This design comes from an exercise in tuning for small area and a short achievable clock period on the open sky130 flow, not from production work. The RTL was checked by simulation tests, not by an equivalence proof against the original design. No driver is modelled on the clock port, so clocking that relies on it looks cheaper here than on a real chip. Power figures rest on the tool's default switching activity, not on a simulated workload.

// scratch_stack_ram
module scratch_stack_ram #(
    parameter int DATA_WIDTH     = 10,
    parameter int ADDR_WIDTH     = 8,
    parameter int CLEAR_ON_RESET = 1
) (
    input  logic                  CLK,
    input  logic                  RST,
    input  logic [DATA_WIDTH-1:0] DATA_IN,
    input  logic                  SCR_WE,
    input  logic [ADDR_WIDTH-1:0] SCR_ADDR,
    input  logic                  PUSH,
    input  logic                  POP,
    input  logic                  SP_LD,
    input  logic [ADDR_WIDTH-1:0] SP_DATA,
    input  logic                  ERR_CLR,
    output logic [DATA_WIDTH-1:0] DATA_OUT,
    output logic [ADDR_WIDTH-1:0] SP_OUT,
    output logic                  BUSY,
    output logic                  STK_EMPTY,
    output logic                  STK_FULL,
    output logic                  OVF,
    output logic                  UNF,
    output logic                  ILL
);
    localparam int DW = DATA_WIDTH;
    logic       busy_q;
    logic [7:0] sp_q;
    logic [8:0] cnt_q;
    logic       ovf_q, unf_q, ill_q;
    logic       cnt_zero, cnt_full;
    assign cnt_zero = cnt_q == 9'd0;
    assign cnt_full = cnt_q[8];    
    logic op_push, op_pop, op_ill, op_scr;
    assign op_ill  = !SP_LD && PUSH && POP;
    assign op_push = !SP_LD && PUSH && !POP;
    assign op_pop  = !SP_LD && POP && !PUSH;
    assign op_scr  = !SP_LD && !PUSH && !POP && SCR_WE;
    always_ff @(posedge CLK or posedge RST) begin
        if (RST) begin
            busy_q <= CLEAR_ON_RESET != 0;
            sp_q   <= '0;
            cnt_q  <= '0;
            ovf_q  <= 1'b0;
            unf_q  <= 1'b0;
            ill_q  <= 1'b0;
        end else if (busy_q) begin
            cnt_q  <= {1'b0, cnt_q[7:0] + 8'd1};
            if (cnt_q[7:0] == 8'hFF) busy_q <= 1'b0;
        end else begin
            if (SP_LD) begin
                sp_q  <= SP_DATA;
                cnt_q <= '0;
            end else if (op_push) begin
                sp_q <= sp_q - 8'd1;
                if (!cnt_full) cnt_q <= cnt_q + 9'd1;
            end else if (op_pop) begin
                sp_q <= sp_q + 8'd1;
                if (!cnt_zero) cnt_q <= cnt_q - 9'd1;
            end
  ...
export LEC_CHECK = 0
export CAP_MARGIN = 20
export CORE_MARGIN = 2
export CORE_UTILIZATION = 75
export CTS_CLUSTER_DIAMETER = 100
export CTS_CLUSTER_SIZE = 25
export SETUP_SLACK_MARGIN = 3.0
export SLEW_MARGIN = 20
export SYNTH_HIERARCHICAL = 1
export SYNTH_MINIMUM_KEEP_SIZE = 0
create_clock -name core_clock -period 8.0 [get_ports {CLK}]
standard.sh (not shown) runs the stock make flow with config.mk's settings and CLKGATE_MAP_FILE= SYNTH_SCRIPT=/design/flow/synth_recipe.tcl, a recipe that flattens the netlist after the stock synthesis.
==> flow/flow/run.sh <==
#!/bin/bash
# The standard layout, with one extra step sourced before CTS (flow/boost.tcl) that gives
# the upper levels of the read tree more drive. Each make run's output goes to its own log.
set -euo pipefail
HERE=$(pwd)
bash standard.sh PRE_CTS_TCL="$HERE/flow/boost.tcl" finish > "$HERE/standard_finish.log" 2>&1
==> flow/flow/boost.tcl <==
# Sourced by ORFS's cts.tcl before clock tree synthesis (PRE_CTS_TCL). The read tree's
# upper levels (from the 16-word nodes to the output) drive long wires across the array,
# so give those few cells drive strength 2 before CTS and its timing repair.
proc upsize_read_tree {levels target} {
  set n 0
  set re "\\.(g_([join $levels |])\\\[\\d+\\\]\\.u|u_([join $levels |]))\\.y\$"
  foreach net [get_nets -hierarchical g_bit*] {
    if {![regexp $re [get_full_name $net]]} continue
    foreach pin [get_pins -of_objects $net -filter "direction==output"] {
      set inst [get_cells -of_objects $pin]
      set master [get_property $inst ref_name]
      if {[regexp {^(sky130_fd_sc_hd__[a-z0-9]+)_(\d+)$} $master -> base sz] && $sz < $target} {
        replace_cell $inst ${base}_$target
        incr n
      }
    }
  }
  puts "upsize_read_tree: resized $n cells to drive $target"
}
upsize_read_tree {l3 l4 l5 l6 l7} 2
The first run ran to the end with no violations.
Change:
==> flow/flow/run.sh (replaced) <==
#!/bin/bash
# The standard layout with three changes: port buffers are buf_4 cells; before repair_design
# the fanout is capped at 40 (flow/fanout.tcl); before CTS the upper levels of the read tree
# get drive strength 2 (flow/boost.tcl). The make run's output goes to its own log.
set -euo pipefail
HERE=$(pwd)
bash standard.sh "BUFFER_PORTS_ARGS=-buffer_cell sky130_fd_sc_hd__buf_4" \
  PRE_RESIZE_TCL="$HERE/flow/fanout.tcl" PRE_CTS_TCL="$HERE/flow/boost.tcl" finish \
  > "$HERE/standard_finish.log" 2>&1
==> flow/flow/fanout.tcl (new file) <==
# Sourced by ORFS's resize.tcl before repair_design (PRE_RESIZE_TCL): cap the fanout so that
# the write-data and other wide nets get split into smaller buffered nets.
set_max_fanout 40 [current_design]
- CORE_UTILIZATION: 75 -> 80
Result:
- This time the run died in clock tree synthesis on DPL-0033
- synthesized cell count stays the same
- area after synthesis stays the same
Change:
- CORE_UTILIZATION: 80 -> 75
- SETUP_SLACK_MARGIN: 3.0 -> 2.6
The changed run completed without violations.
Area after synthesis does not change.
Synthesized cell count stays the same.
Change:
- CORE_UTILIZATION: 75 -> 80
What happened: Die area decreases by 6.2%; global-route usage increases by 5.2 points; hold slack gets better by 0.027 ns; total power increases by 0.68%; routed wire length increases by about 12%; final area stays flat; via count increases by about 8%; non-clock buffer count increases by 40; core utilization increases by 5.5 points; clock skew increases by 0.0039 ns; combinational power increases by about 5%.
Change:
- CORE_UTILIZATION: 80 -> 75
- SETUP_SLACK_MARGIN: 2.6 -> 3.0
The changed run finished with timing, DRC and antenna clean.
Sequential share of layout area came out lower by 0.51 points.
Die area is higher by 6.6%.
Global-route usage fell by 3.3 points.
Non-clock buffer count grows by 19.
Area after synthesis stays the same.
Clock skew came out lower by 0.0036 ns.
Combinational power is about the same.
Change:
==> flow/run.sh (new file) <==
#!/bin/bash
# synth_recipe.tcl (not shown) runs the flow's synth.tcl, then flattens the netlist and writes it again
# the make line also repeats each setting of config.mk as NAME=value (left out here)
make -C /OpenROAD-flow-scripts/flow DESIGN_CONFIG=/design/flow/config.mk WORK_HOME=/design/flow/orfs CLKGATE_MAP_FILE= SYNTH_SCRIPT=/design/flow/synth_recipe.tcl finish
- CTS_CLUSTER_DIAMETER: 100 -> default
- CTS_CLUSTER_SIZE: 25 -> default
removed: flow/flow/run.sh
removed: flow/flow/boost.tcl
removed: flow/flow/fanout.tcl
removed: flow/standard.sh
Effect:
- power grows by about a fifth
- worst setup slack got worse by 0.16 ns
- die area stays the same
- cell count grows by a few percent

==> static timing again, ports no longer ideal <==
In the flow no input, the clock included, has a driving cell. The finished layouts below were timed again as built, in two steps.
Step 1 (the two cells are an assumption about what drives the block):
set clk [get_ports {CLK}]
set_driving_cell -lib_cell sky130_fd_sc_hd__clkbuf_16 $clk
set_driving_cell -lib_cell sky130_fd_sc_hd__buf_2 [delete_from_list [all_inputs] $clk]
Step 2 moves the port delays by t, midway between the first and last clock arrival at a register: inputs arrive t later, outputs are due t later. That takes back most of the time a late clock gives input paths.
Slacks: ideal ports / drivers / drivers and shift; pairs: ideal ports / drivers.
run	shift t [ns]	slack for setup (ns)	worst hold slack (ns)	worst setup path at the end	cell pins on the clock port's net
the first run	0.858	2.026 / 1.854 / 1.791	0.506 / 0.506 / 0.506	input to register	1
the third run	0.850	1.912 / 1.852 / 1.852	0.500 / 0.500 / 0.500	input to output	1
the fourth run	0.845	1.626 / 1.578 / 1.324	0.527 / 0.527 / 0.527	input to register	1
the fifth run	0.853	1.808 / 1.565 / 1.565	0.510 / 0.510 / 0.510	input to output	1
the sixth run	0.940	1.653 / 1.466 / 1.466	0.500 / 0.500 / 0.500	input to output	1
After both steps every run listed still meets setup and hold. For the fourth run, which loses most, drivers alone change the setup slack by -0.048 ns; drivers and shift together by -0.302 ns.
